Background: an optimization exercise with open tools, aiming at small area and a short achievable clock period. Do not read the settings as production practice. At most, simulation tests tie the RTL to the original design; equivalence was not proved. Power and IR drop assume default switching activity.

Design sb_top, start of the top module:
module sb_top (
    input  logic             clk,
    input  logic             rst,
    input  sb_pkg::inst_t    inst,
    input  logic             inst_valid,
    input  sb_pkg::fu_vec_t  fu_done,
    output logic             issue_ready,
    output sb_pkg::fu_vec_t  fu_en,
    output sb_pkg::fu_op_t   op_ctrl,
    output sb_pkg::reg_idx_t rs1_ctrl,
    output sb_pkg::reg_idx_t rs2_ctrl,
    output sb_pkg::fu_id_t   write_sel,
    output logic             reg_write,
    output sb_pkg::reg_idx_t rd_ctrl
);
    localparam int N = sb_pkg::NUM_FU;
    logic [6:0] opc;
    logic [2:0] f3;
    logic [6:0] f7;
    logic [4:0] rd, rs1, rs2;
    logic       is_op, is_imm, is_ld, is_st;
    logic       f7_base, f7_alt, f7_md, alt_en;
    logic [3:0] alu_lo;
    logic [N-1:0] sel;
    logic       has_rd, use_rs2;
    logic       rd_nz, rs1_nz, rs2_nz;
    assign opc = inst[6:0];
    assign f3  = inst[14:12];
    assign f7  = inst[31:25];
    assign rd  = inst[11:7];
    assign rs1 = inst[19:15];
    assign rs2 = inst[24:20];
    assign is_op   = opc == sb_pkg::OPC_OP;
    assign is_imm  = opc == sb_pkg::OPC_OP_IMM;
    assign is_ld   = opc == sb_pkg::OPC_LOAD;
    assign is_st   = opc == sb_pkg::OPC_STORE;
    assign f7_base = f7 == sb_pkg::F7_BASE;
    assign f7_alt  = f7 == sb_pkg::F7_ALT;
    assign f7_md   = f7 == sb_pkg::F7_MULDIV;
    assign alt_en  = f7_alt & (is_op | f3 == 3'd5);
    always_comb begin
        case (f3)
            3'd0:    alu_lo = alt_en ? 4'd1 : 4'd0;
            3'd1:    alu_lo = 4'd2;
            3'd2:    alu_lo = 4'd3;
            3'd3:    alu_lo = 4'd4;
            3'd4:    alu_lo = 4'd5;
            3'd5:    alu_lo = alt_en ? 4'd7 : 4'd6;
            3'd6:    alu_lo = 4'd8;
            default: alu_lo = 4'd9;
        endcase
    end
    assign sel[0] = (is_op & (f7_base | (f7_alt & (f3 == 3'd0 | f3 == 3'd5)))) |
                    (is_imm & ((f3 != 3'd1 & f3 != 3'd5) | f7_base | alt_en));
    assign sel[1] = (is_ld & f3 != 3'd3 & f3 < 3'd6) | (is_st & f3 < 3'd3);
    assign sel[2] = is_op & f7_md & ~f3[2];
    assign sel[3] = is_op & f7_md &  f3[2];
    assign has_rd  = sel[0] | sel[2] | sel[3] | (sel[1] & ~is_st);
    assign use_rs2 = is_op | is_st;
  ...
Size in the first run: ~590 cells after synthesis, about 110 flip-flops, ~68 I/O pins, ~0.0062 mm² of cells after synthesis.
export LEC_CHECK = 0
export CAP_MARGIN = 20
export CORE_MARGIN = 2
export CORE_UTILIZATION = 60
export CTS_BUF_LIST = sky130_fd_sc_hd__clkbuf_8
export CTS_CLUSTER_SIZE = 30
export SETUP_SLACK_MARGIN = 2.5
export SLEW_MARGIN = 20
export SYNTH_HIERARCHICAL = 1
export SYNTH_MINIMUM_KEEP_SIZE = 0
create_clock -name core_clock -period 6.0 [get_ports {clk}]
standard.sh (not shown) runs the stock make flow with config.mk's settings and CLKGATE_MAP_FILE= SYNTH_SCRIPT=/design/flow/synth_recipe.tcl, a recipe that flattens the netlist after the stock synthesis.
==> flow/flow/run.sh <==
#!/bin/bash
# Standard layout, with plain buffers (not delay cells) on the ports.
set -euo pipefail
bash standard.sh BUFFER_PORTS_ARGS="-buffer_cell sky130_fd_sc_hd__buf_2" > standard.log 2>&1
Next try:
--- a/flow/design.v
+++ b/flow/design.v
@@ -65,15 +65,15 @@
     logic [6:0] opc;
     logic [2:0] f3;
     logic [6:0] f7;
     logic [4:0] rd;
     logic       is_op, is_imm, is_ld, is_st;
     logic       f7_base, f7_alt, f7_md, alt_en;
     logic [3:0] sel;
-    logic       waw;
+    logic       has_rd;
     logic [3:0] waw_k;
     assign opc = inst[6:0];
     assign f3  = inst[14:12];
     assign f7  = inst[31:25];
     assign rd  = inst[11:7];
     assign is_op   = opc == sb_pkg::OPC_OP;
     assign is_imm  = opc == sb_pkg::OPC_OP_IMM;
@@ -84,22 +84,19 @@
     assign f7_md   = f7 == sb_pkg::F7_MULDIV;
     assign alt_en  = f7_alt & (is_op | f3 == 3'd5);
     assign sel[0] = (is_op & (f7_base | (f7_alt & (f3 == 3'd0 | f3 == 3'd5)))) |
                     (is_imm & ((f3 != 3'd1 & f3 != 3'd5) | f7_base | alt_en));
     assign sel[1] = (is_ld & f3 != 3'd3 & f3 < 3'd6) | (is_st & f3 < 3'd3);
     assign sel[2] = is_op & f7_md & ~f3[2];
     assign sel[3] = is_op & f7_md &  f3[2];
+    assign has_rd = sel[0] | sel[2] | sel[3] | (sel[1] & ~is_st);
     always_comb begin
         for (int k = 0; k < 4; k++) waw_k[k] = pend[k] & dst[k] == rd;
     end
-    assign waw = |waw_k;
-    assign issue_ready = ~((sel[0] & (busy[0] | waw)) |
-                           (sel[1] & (busy[1] | (~is_st & waw))) |
-                           (sel[2] & (busy[2] | waw)) |
-                           (sel[3] & (busy[3] | waw)));
+    assign issue_ready = ~(|(sel & busy)) & ~(has_rd & (rd != '0) & |waw_k);
 endmodule
 `timescale 1ns/1ps
 module sb_out_mux (
     input  sb_pkg::fu_vec_t                       rdy,
     input  sb_pkg::fu_vec_t                       can,
     input  logic [4:0]                            op_a,
     input  logic [3:0]                            op_m,
@@ -266,20 +263,16 @@
         for (int k = 0; k < N; k++) begin
             raw[k]   = pend[k] & ((rs1_nz & dst_e[k] == rs1) |
                                   (use_rs2 & rs2_nz & dst_e[k] == rs2));
             war_c[k] = unread[k] & ~grant[k] & ~ret[k] & rd_nz &
                        (s1_e[k] == rd | s2_e[k] == rd);
         end
     end
-    logic [N-1:0] pend_nz;
-    always_comb begin
-        for (int k = 0; k < N; k++) pend_nz[k] = pend[k] & (dst_e[k] != '0);
-    end
     sb_issue_check issue_check (
-        .inst(inst), .busy(busy), .pend(pend_nz), .dst(dst_e), .issue_ready(issue_ready)
+        .inst(inst), .busy(busy), .pend(pend), .dst(dst_e), .issue_ready(issue_ready)
     );
     assign issue       = sel & {N{inst_valid & issue_ready}};
     logic [N-1:0] rdy_nx;
     assign unread_nx = issue | (unread & ~grant & ~ret);
     always_comb begin
         for (int u = 0; u < N; u++) rdy_nx[u] = unread_nx[u] & ~|wait_nx[u];
     end
The changed run ran to the end with no violations.
Die area rose by 1.4%.
Via count rises by about 1.4%.
First-iteration DRC count is lower by 4.8%.
Clock-buffer cell count is unchanged.
Area after synthesis increases by about 1.5%.
Combinational power is lower by about 70%.
Non-clock buffer count goes up by 18.
Synthesized cell count drops by about 0.5%.
Global-route usage went up by 2.9 points.
Clock power came out lower by about 5%.
Routed wire length came out higher by about 9%.
Final area rises by 4.2%.
Sequential share of layout area shrinks by 1.8 points.
No run of this note included a check of the RTL's function; only the layout flow was run.

========
== garnet ==
Another version of the RTL of sb_top (not shown whole).
Size: ~6100 um^2 of cells after synthesis.
==> flow/config.mk <==
export PLATFORM = sky130hd
export DESIGN_NAME = sb_top
export DESIGN_NICKNAME = sb_top
export VERILOG_FILES = /design/flow/design.v
export SDC_FILE = /design/flow/constraint.sdc
export NUM_CORES = 4
export LEC_CHECK = 0
export CAP_MARGIN = 20
export CORE_MARGIN = 2
export CORE_UTILIZATION = 40
export SETUP_SLACK_MARGIN = 2.5
export SLEW_MARGIN = 20
export SYNTH_HIERARCHICAL = 1
export SYNTH_MINIMUM_KEEP_SIZE = 0
==> flow/constraint.sdc <==
create_clock -name core_clock -period 6.0 [get_ports {clk}]
set_input_delay 1.2000 -clock core_clock [delete_from_list [all_inputs] [get_ports {clk}]]
set_output_delay 1.2000 -clock core_clock [all_outputs]
set_load 0.01 [all_outputs]
Scripts as last shown in full above: flow/flow/run.sh
--- input diff garnet..pepper ---
--- a/flow/design.v
+++ b/flow/design.v
@@ -61,46 +61,49 @@
     input  sb_pkg::fu_vec_t                       pend,     
     input  sb_pkg::reg_idx_t [sb_pkg::NUM_FU-1:0] dst,
     output logic                                  issue_ready
 );
     logic [6:0] opc;
     logic [2:0] f3;
     logic [6:0] f7;
     logic [4:0] rd;
     logic       is_op, is_imm, is_ld, is_st;
     logic       f7_base, f7_alt, f7_md, alt_en;
     logic [3:0] sel;
-    logic       has_rd;
+    logic       waw;
     logic [3:0] waw_k;
     assign opc = inst[6:0];
     assign f3  = inst[14:12];
     assign f7  = inst[31:25];
     assign rd  = inst[11:7];
     assign is_op   = opc == sb_pkg::OPC_OP;
     assign is_imm  = opc == sb_pkg::OPC_OP_IMM;
     assign is_ld   = opc == sb_pkg::OPC_LOAD;
     assign is_st   = opc == sb_pkg::OPC_STORE;
     assign f7_base = f7 == sb_pkg::F7_BASE;
     assign f7_alt  = f7 == sb_pkg::F7_ALT;
     assign f7_md   = f7 == sb_pkg::F7_MULDIV;
     assign alt_en  = f7_alt & (is_op | f3 == 3'd5);
     assign sel[0] = (is_op & (f7_base | (f7_alt & (f3 == 3'd0 | f3 == 3'd5)))) |
                     (is_imm & ((f3 != 3'd1 & f3 != 3'd5) | f7_base | alt_en));
     assign sel[1] = (is_ld & f3 != 3'd3 & f3 < 3'd6) | (is_st & f3 < 3'd3);
     assign sel[2] = is_op & f7_md & ~f3[2];
     assign sel[3] = is_op & f7_md &  f3[2];
-    assign has_rd = sel[0] | sel[2] | sel[3] | (sel[1] & ~is_st);
     always_comb begin
         for (int k = 0; k < 4; k++) waw_k[k] = pend[k] & dst[k] == rd;
     end
-    assign issue_ready = ~(|(sel & busy)) & ~(has_rd & (rd != '0) & |waw_k);
+    assign waw = |waw_k;
+    assign issue_ready = ~((sel[0] & (busy[0] | waw)) |
+                           (sel[1] & (busy[1] | (~is_st & waw))) |
+                           (sel[2] & (busy[2] | waw)) |
+                           (sel[3] & (busy[3] | waw)));
 endmodule
 `timescale 1ns/1ps
 module sb_top (
     input  logic             clk,
     input  logic             rst,
     input  sb_pkg::inst_t    inst,
     input  logic             inst_valid,
     input  sb_pkg::fu_vec_t  fu_done,
     output logic             issue_ready,
     output sb_pkg::fu_vec_t  fu_en,
     output sb_pkg::fu_op_t   op_ctrl,
@@ -201,24 +204,28 @@
     assign ret   = can & ~(can - 1'b1);
     logic [N-1:0] raw, war_c;
     logic [N-1:0] issue;
     always_comb begin
         for (int k = 0; k < N; k++) begin
             raw[k]   = pend[k] & ((rs1_nz & dst_e[k] == rs1) |
                                   (use_rs2 & rs2_nz & dst_e[k] == rs2));
             war_c[k] = unread[k] & ~grant[k] & ~ret[k] & rd_nz &
                        (s1_e[k] == rd | s2_e[k] == rd);
         end
     end
+    logic [N-1:0] pend_nz;
+    always_comb begin
+        for (int k = 0; k < N; k++) pend_nz[k] = pend[k] & (dst_e[k] != '0);
+    end
     sb_issue_check issue_check (
-        .inst(inst), .busy(busy), .pend(pend), .dst(dst_e), .issue_ready(issue_ready)
+        .inst(inst), .busy(busy), .pend(pend_nz), .dst(dst_e), .issue_ready(issue_ready)
     );
     assign issue       = sel & {N{inst_valid & issue_ready}};
     logic [N-1:0] war_left;
     always_comb begin
         for (int u = 0; u < N; u++) war_left[u] = |(warm[u] & ~grant & ~ret);
     end
     always_ff @(posedge clk or posedge rst) begin
         if (rst) begin
             busy   <= '0;
             unread <= '0;
             can_q  <= '0;
==> run notes <==
- pepper completed every stage of the flow, and the final layout passed the timing, DRC and antenna checks.
- Number of instances resized during post-cts repair (lower): pepper
- pepper ends up with higher via count than garnet does.
- Compared with garnet, in pepper worst path setup slack after routing -0.24 ns; die height -0.57%; total power -about 1.8%; fraction of the yosys area taken by sequential cells +0.55 points; area share of and/or/nand/nor cells after synthesis -0.81 points.
- Routed wire in pepper totals less than in garnet.
- pepper vs garnet, post-route standard cell area excluding fillers went down by 2.6%.
- Compared with garnet, clock power in pepper increased slightly.
The RTL of pepper was laid out without a check of its function.

========
## branch willow
The RTL this note starts from:
==> flow/design.v <==
package sb_pkg;
    localparam int NUM_FU   = 4;
    localparam int NUM_REGS = 32;
    typedef logic [31:0]       inst_t;
    typedef logic [4:0]        reg_idx_t;    
    typedef logic [2:0]        fu_id_t;
    typedef logic [NUM_FU-1:0] fu_vec_t;     
    typedef logic [4:0]        fu_op_t;
    localparam fu_id_t FU_NONE = 3'd0;
    localparam fu_id_t FU_ALU  = 3'd1;
    localparam fu_id_t FU_MEM  = 3'd2;
    localparam fu_id_t FU_MUL  = 3'd3;
    localparam fu_id_t FU_DIV  = 3'd4;
    localparam logic [6:0] OPC_OP     = 7'b0110011;
    localparam logic [6:0] OPC_OP_IMM = 7'b0010011;
    localparam logic [6:0] OPC_LOAD   = 7'b0000011;
    localparam logic [6:0] OPC_STORE  = 7'b0100011;
    localparam logic [6:0] F7_BASE   = 7'b0000000;
    localparam logic [6:0] F7_ALT    = 7'b0100000;
    localparam logic [6:0] F7_MULDIV = 7'b0000001;
    localparam fu_op_t ALU_ADD   = 5'h00;
    localparam fu_op_t ALU_SUB   = 5'h01;
    localparam fu_op_t ALU_SLL   = 5'h02;
    localparam fu_op_t ALU_SLT   = 5'h03;
    localparam fu_op_t ALU_SLTU  = 5'h04;
    localparam fu_op_t ALU_XOR   = 5'h05;
    localparam fu_op_t ALU_SRL   = 5'h06;
    localparam fu_op_t ALU_SRA   = 5'h07;
    localparam fu_op_t ALU_OR    = 5'h08;
    localparam fu_op_t ALU_AND   = 5'h09;
    localparam fu_op_t ALU_ADDI  = 5'h10;
    localparam fu_op_t ALU_SLLI  = 5'h12;
    localparam fu_op_t ALU_SLTI  = 5'h13;
    localparam fu_op_t ALU_SLTIU = 5'h14;
    localparam fu_op_t ALU_XORI  = 5'h15;
    localparam fu_op_t ALU_SRLI  = 5'h16;
    localparam fu_op_t ALU_SRAI  = 5'h17;
    localparam fu_op_t ALU_ORI   = 5'h18;
    localparam fu_op_t ALU_ANDI  = 5'h19;
    localparam fu_op_t MEM_LB  = 5'b00000;
    localparam fu_op_t MEM_LH  = 5'b00010;
    localparam fu_op_t MEM_LW  = 5'b00100;
    localparam fu_op_t MEM_LBU = 5'b01000;
    localparam fu_op_t MEM_LHU = 5'b01010;
    localparam fu_op_t MEM_SB  = 5'b00001;
    localparam fu_op_t MEM_SH  = 5'b00011;
    localparam fu_op_t MEM_SW  = 5'b00101;
    localparam fu_op_t MUL_MUL    = 5'd0;
    localparam fu_op_t MUL_MULH   = 5'd1;
    localparam fu_op_t MUL_MULHSU = 5'd2;
    localparam fu_op_t MUL_MULHU  = 5'd3;
    localparam fu_op_t DIV_DIV  = 5'd0;
    localparam fu_op_t DIV_DIVU = 5'd1;
    localparam fu_op_t DIV_REM  = 5'd2;
    localparam fu_op_t DIV_REMU = 5'd3;
endpackage
`timescale 1ns/1ps
module sb_top (
    input  logic             clk,
    input  logic             rst,
    input  sb_pkg::inst_t    inst,
    input  logic             inst_valid,
    input  sb_pkg::fu_vec_t  fu_done,
    output logic             issue_ready,
    output sb_pkg::fu_vec_t  fu_en,
    output sb_pkg::fu_op_t   op_ctrl,
    output sb_pkg::reg_idx_t rs1_ctrl,
    output sb_pkg::reg_idx_t rs2_ctrl,
    output sb_pkg::fu_id_t   write_sel,
    output logic             reg_write,
    output sb_pkg::reg_idx_t rd_ctrl
);
    localparam int N = sb_pkg::NUM_FU;
    logic [6:0] opc;
    logic [2:0] f3;
    logic [6:0] f7;
    logic [4:0] rd, rs1, rs2;
    logic       is_op, is_imm, is_ld, is_st;
    logic       f7_base, f7_alt, f7_md, alt_en;
    logic [3:0] alu_lo;
    logic [N-1:0] sel;
    logic       has_rd, use_rs2;
    logic       rd_nz, rs1_nz, rs2_nz;
    assign opc = inst[6:0];
    assign f3  = inst[14:12];
    assign f7  = inst[31:25];
    assign rd  = inst[11:7];
    assign rs1 = inst[19:15];
    assign rs2 = inst[24:20];
    assign is_op   = opc == sb_pkg::OPC_OP;
    assign is_imm  = opc == sb_pkg::OPC_OP_IMM;
    assign is_ld   = opc == sb_pkg::OPC_LOAD;
    assign is_st   = opc == sb_pkg::OPC_STORE;
    assign f7_base = f7 == sb_pkg::F7_BASE;
    assign f7_alt  = f7 == sb_pkg::F7_ALT;
    assign f7_md   = f7 == sb_pkg::F7_MULDIV;
    assign alt_en  = f7_alt & (is_op | f3 == 3'd5);
    always_comb begin
        case (f3)
            3'd0:    alu_lo = alt_en ? 4'd1 : 4'd0;
            3'd1:    alu_lo = 4'd2;
            3'd2:    alu_lo = 4'd3;
            3'd3:    alu_lo = 4'd4;
            3'd4:    alu_lo = 4'd5;
            3'd5:    alu_lo = alt_en ? 4'd7 : 4'd6;
            3'd6:    alu_lo = 4'd8;
            default: alu_lo = 4'd9;
        endcase
    end
    assign sel[0] = (is_op & (f7_base | (f7_alt & (f3 == 3'd0 | f3 == 3'd5)))) |
                    (is_imm & ((f3 != 3'd1 & f3 != 3'd5) | f7_base | alt_en));
    assign sel[1] = (is_ld & f3 != 3'd3 & f3 < 3'd6) | (is_st & f3 < 3'd3);
    assign sel[2] = is_op & f7_md & ~f3[2];
    assign sel[3] = is_op & f7_md &  f3[2];
    assign has_rd  = sel[0] | sel[2] | sel[3] | (sel[1] & ~is_st);
    assign use_rs2 = is_op | is_st;
    assign rd_nz   = rd  != '0;
    assign rs1_nz  = rs1 != '0;
    assign rs2_nz  = rs2 != '0;
    logic [N-1:0] busy, unread;
    logic [N-1:0] can_q;          
    logic [N-1:0][N-1:0] waitm;      
    logic [N-1:0][N-1:0] warm;       
    logic [4:0] op_a;             
    logic [3:0] op_m;             
    logic [1:0] op_x, op_y;       
    logic [4:0] dst_a, dst_x, dst_y;
    logic [4:0] fld_m;            
    logic [N-1:0][4:0] s1_q;
    logic [4:0] s2_a, s2_x, s2_y;
    logic [N-1:0][4:0] op_e;
    logic [N-1:0][4:0] dst_e;
    logic [N-1:0][4:0] s1_e;
    logic [N-1:0][4:0] s2_e;
    logic [N-1:0] pend;
    assign op_e[0]  = op_a;
    assign op_e[1]  = {1'b0, op_m};
    assign op_e[2]  = {3'b000, op_x};
    assign op_e[3]  = {3'b000, op_y};
    assign dst_e[0] = dst_a;
    assign dst_e[1] = op_m[0] ? 5'd0 : fld_m;
    assign dst_e[2] = dst_x;
    assign dst_e[3] = dst_y;
    assign s2_e[0]  = op_a[4] ? 5'd0 : s2_a;
    assign s2_e[1]  = op_m[0] ? fld_m : 5'd0;
    assign s2_e[2]  = s2_x;
    assign s2_e[3]  = s2_y;
    assign pend[0]  = busy[0];
    assign pend[1]  = busy[1] & ~op_m[0];
    assign pend[2]  = busy[2];
    assign pend[3]  = busy[3];
    assign s1_e = s1_q;
    logic [N-1:0] rdy, grant, can, ret;
    always_comb begin
        for (int u = 0; u < N; u++) begin
            rdy[u] = unread[u] & ~|waitm[u];
        end
    end
    assign grant = rdy & ~(rdy - 1'b1);
    assign can   = can_q;
    assign ret   = can & ~(can - 1'b1);
    logic [N-1:0] raw, waw_k, war_c;
    logic         struct_hz, waw_hz;
    logic [N-1:0] issue;
    always_comb begin
        for (int k = 0; k < N; k++) begin
            raw[k]   = pend[k] & ((rs1_nz & dst_e[k] == rs1) |
                                  (use_rs2 & rs2_nz & dst_e[k] == rs2));
            waw_k[k] = pend[k] & dst_e[k] == rd;
            war_c[k] = unread[k] & ~grant[k] & ~ret[k] & rd_nz &
                       (s1_e[k] == rd | s2_e[k] == rd);
        end
    end
    assign struct_hz   = |(sel & busy);
    assign waw_hz      = has_rd & rd_nz & |waw_k;
    assign issue_ready = ~struct_hz & ~waw_hz;
    assign issue       = sel & {N{inst_valid & issue_ready}};
    logic [N-1:0] war_left;
    always_comb begin
        for (int u = 0; u < N; u++) war_left[u] = |(warm[u] & ~grant & ~ret);
    end
    always_ff @(posedge clk or posedge rst) begin
        if (rst) begin
            busy   <= '0;
            unread <= '0;
            can_q  <= '0;
        end else begin
            busy   <= issue | (busy & ~ret);
            unread <= issue | (unread & ~grant & ~ret);
            can_q  <= fu_done & busy & ~ret & ~war_left;
        end
    end
    for (genvar u = 0; u < N; u++) begin : g_unit
        for (genvar k = 0; k < N; k++) begin : g_pair
            if (k == u) begin : g_self
                assign waitm[u][k] = 1'b0;
                assign warm[u][k]  = 1'b0;
            end else begin : g_other
                logic wait_q, war_q;
                always_ff @(posedge clk) begin
                    if (busy[u]) begin
                        wait_q <= wait_q & ~ret[k];
                        war_q  <= war_q & ~grant[k] & ~ret[k];
                    end else begin
                        wait_q <= raw[k] & ~ret[k];
                        war_q  <= war_c[k] & ((u != 1) | ~is_st);
                    end
                end
                assign waitm[u][k] = wait_q;
                assign warm[u][k]  = war_q;
            end
        end
    end
    always_ff @(posedge clk) begin
        for (int u = 0; u < N; u++) begin
            if (!busy[u]) s1_q[u] <= rs1;
        end
    end
    always_ff @(posedge clk) begin
        if (!busy[0]) begin
            op_a  <= {is_imm, alu_lo};
            dst_a <= rd;
            s2_a  <= rs2;
        end
        if (!busy[1]) begin
            op_m  <= {f3, is_st};
            fld_m <= is_st ? rs2 : rd;
        end
        if (!busy[2]) begin
            op_x  <= f3[1:0];
            dst_x <= rd;
            s2_x  <= rs2;
        end
        if (!busy[3]) begin
            op_y  <= f3[1:0];
            dst_y <= rd;
            s2_y  <= rs2;
        end
    end
    always_comb begin
        op_ctrl  = '0;
        rs1_ctrl = '0;
        rs2_ctrl = '0;
        rd_ctrl  = '0;
        for (int u = 0; u < N; u++) begin
            op_ctrl  = op_ctrl  | (op_e[u] & {5{grant[u]}});
            rs1_ctrl = rs1_ctrl | (s1_e[u] & {5{grant[u]}});
            rs2_ctrl = rs2_ctrl | (s2_e[u] & {5{grant[u]}});
            rd_ctrl  = rd_ctrl  | (dst_e[u] & {5{ret[u]}});
        end
    end
    assign fu_en     = grant;
    assign write_sel = {ret[3], ret[1] | ret[2], ret[0] | ret[2]};
    logic [N-1:0] dst_nz;
    always_comb begin
        for (int u = 0; u < N; u++) dst_nz[u] = dst_e[u] != '0;
    end
    assign reg_write = |(ret & dst_nz);
endmodule
export LEC_CHECK = 0
export CAP_MARGIN = 20
export CORE_MARGIN = 2
export CORE_UTILIZATION = 40
export SETUP_SLACK_MARGIN = 2.5
export SLEW_MARGIN = 20
create_clock -name core_clock -period 6.0 [get_ports {clk}]
Scripts as last shown in full above: flow/flow/run.sh
Here is what was changed in the inputs of branch delta compared with branch willow.
diff --git a/flow/design.v b/flow/design.v
--- a/flow/design.v
+++ b/flow/design.v
@@ -115,12 +115,11 @@
     assign has_rd  = sel[0] | sel[2] | sel[3] | (sel[1] & ~is_st);
     assign use_rs2 = is_op | is_st;
     assign rd_nz   = rd  != '0;
     assign rs1_nz  = rs1 != '0;
     assign rs2_nz  = rs2 != '0;
-    logic [N-1:0] busy, unread;
-    logic [N-1:0] can_q;          
+    logic [N-1:0] busy, unread, done_q;
     logic [N-1:0][N-1:0] waitm;      
     logic [N-1:0][N-1:0] warm;       
     logic [4:0] op_a;             
     logic [3:0] op_m;             
     logic [1:0] op_x, op_y;       
@@ -152,14 +151,14 @@
     assign s1_e = s1_q;
     logic [N-1:0] rdy, grant, can, ret;
     always_comb begin
         for (int u = 0; u < N; u++) begin
             rdy[u] = unread[u] & ~|waitm[u];
+            can[u] = done_q[u] & ~|warm[u];
         end
     end
     assign grant = rdy & ~(rdy - 1'b1);
-    assign can   = can_q;
     assign ret   = can & ~(can - 1'b1);
     logic [N-1:0] raw, waw_k, war_c;
     logic         struct_hz, waw_hz;
     logic [N-1:0] issue;
     always_comb begin
@@ -173,23 +172,19 @@
     end
     assign struct_hz   = |(sel & busy);
     assign waw_hz      = has_rd & rd_nz & |waw_k;
     assign issue_ready = ~struct_hz & ~waw_hz;
     assign issue       = sel & {N{inst_valid & issue_ready}};
-    logic [N-1:0] war_left;
-    always_comb begin
-        for (int u = 0; u < N; u++) war_left[u] = |(warm[u] & ~grant & ~ret);
-    end
     always_ff @(posedge clk or posedge rst) begin
         if (rst) begin
             busy   <= '0;
             unread <= '0;
-            can_q  <= '0;
+            done_q <= '0;
         end else begin
             busy   <= issue | (busy & ~ret);
             unread <= issue | (unread & ~grant & ~ret);
-            can_q  <= fu_done & busy & ~ret & ~war_left;
+            done_q <= fu_done & busy & ~ret;
         end
     end
     for (genvar u = 0; u < N; u++) begin : g_unit
         for (genvar k = 0; k < N; k++) begin : g_pair
             if (k == u) begin : g_self
@@ -249,11 +244,7 @@
             rd_ctrl  = rd_ctrl  | (dst_e[u] & {5{ret[u]}});
         end
     end
     assign fu_en     = grant;
     assign write_sel = {ret[3], ret[1] | ret[2], ret[0] | ret[2]};
-    logic [N-1:0] dst_nz;
-    always_comb begin
-        for (int u = 0; u < N; u++) dst_nz[u] = dst_e[u] != '0;
-    end
-    assign reg_write = |(ret & dst_nz);
+    assign reg_write = rd_ctrl != '0;
 endmodule
==> comparison <==
[compare] base=branch willow new=branch delta: routed length on met3 increased by 12% relative to the old numbers; power share of the combinational group decreased by 19 points relative to the old numbers; overall routed net length increased by about 1.3% relative to the old numbers.
Going from branch willow to branch delta, met2 layer usage reported by global route now sits at about the same level, fraction of standard cell area that is sequential now sits lower, met2 wire length now sits lower.
Function not checked in branch willow: the RTL went through the layout flow alone.

## static timing again, ports no longer ideal
Ports are ideal in the flow. The routed layouts listed here were re-timed in OpenROAD.
Step 1, drivers: a clkbuf_16 drives clk and a buf_2 each remaining input, both assumed.
Step 2 times the ports against the registers' clock, not the clock port: input delays grow and output delays shrink by t, the midpoint of the rising clock arrivals with the driver on.
Three values: no drivers, after step 1, after step 2; two values: the first two.
| run | t (ns) | setup WS [ns] | slew at the worst register clock pin (ns) | worst slew at a driven data input, ns | cell pins on the clock port's net |
|---|---|---|---|---|---|
| the first run of note 1 | 0.416 | 2.136 / 2.118 / 2.118 | 0.10 / 0.10 | 0.03 | 1 |
| the second run of note 1 | 0.411 | 2.394 / 2.299 / 2.299 | 0.11 / 0.11 | 0.12 | 1 |
| garnet | 0.394 | 2.418 / 2.339 / 2.339 | 0.07 / 0.07 | 0.13 | 1 |
| pepper | 0.394 | 2.180 / 2.150 / 2.150 | 0.08 / 0.08 | 0.05 | 1 |
| branch willow | 0.401 | 2.161 / 2.130 / 2.130 | 0.08 / 0.08 | 0.05 | 1 |
| branch delta | 0.404 | 2.180 / 2.091 / 2.091 | 0.07 / 0.07 | 0.13 | 1 |
After both steps every run listed still meets setup and hold. The setup slack of the second run of note 1, which loses most, moves by -0.095 ns with the drivers and by -0.095 ns with both steps.
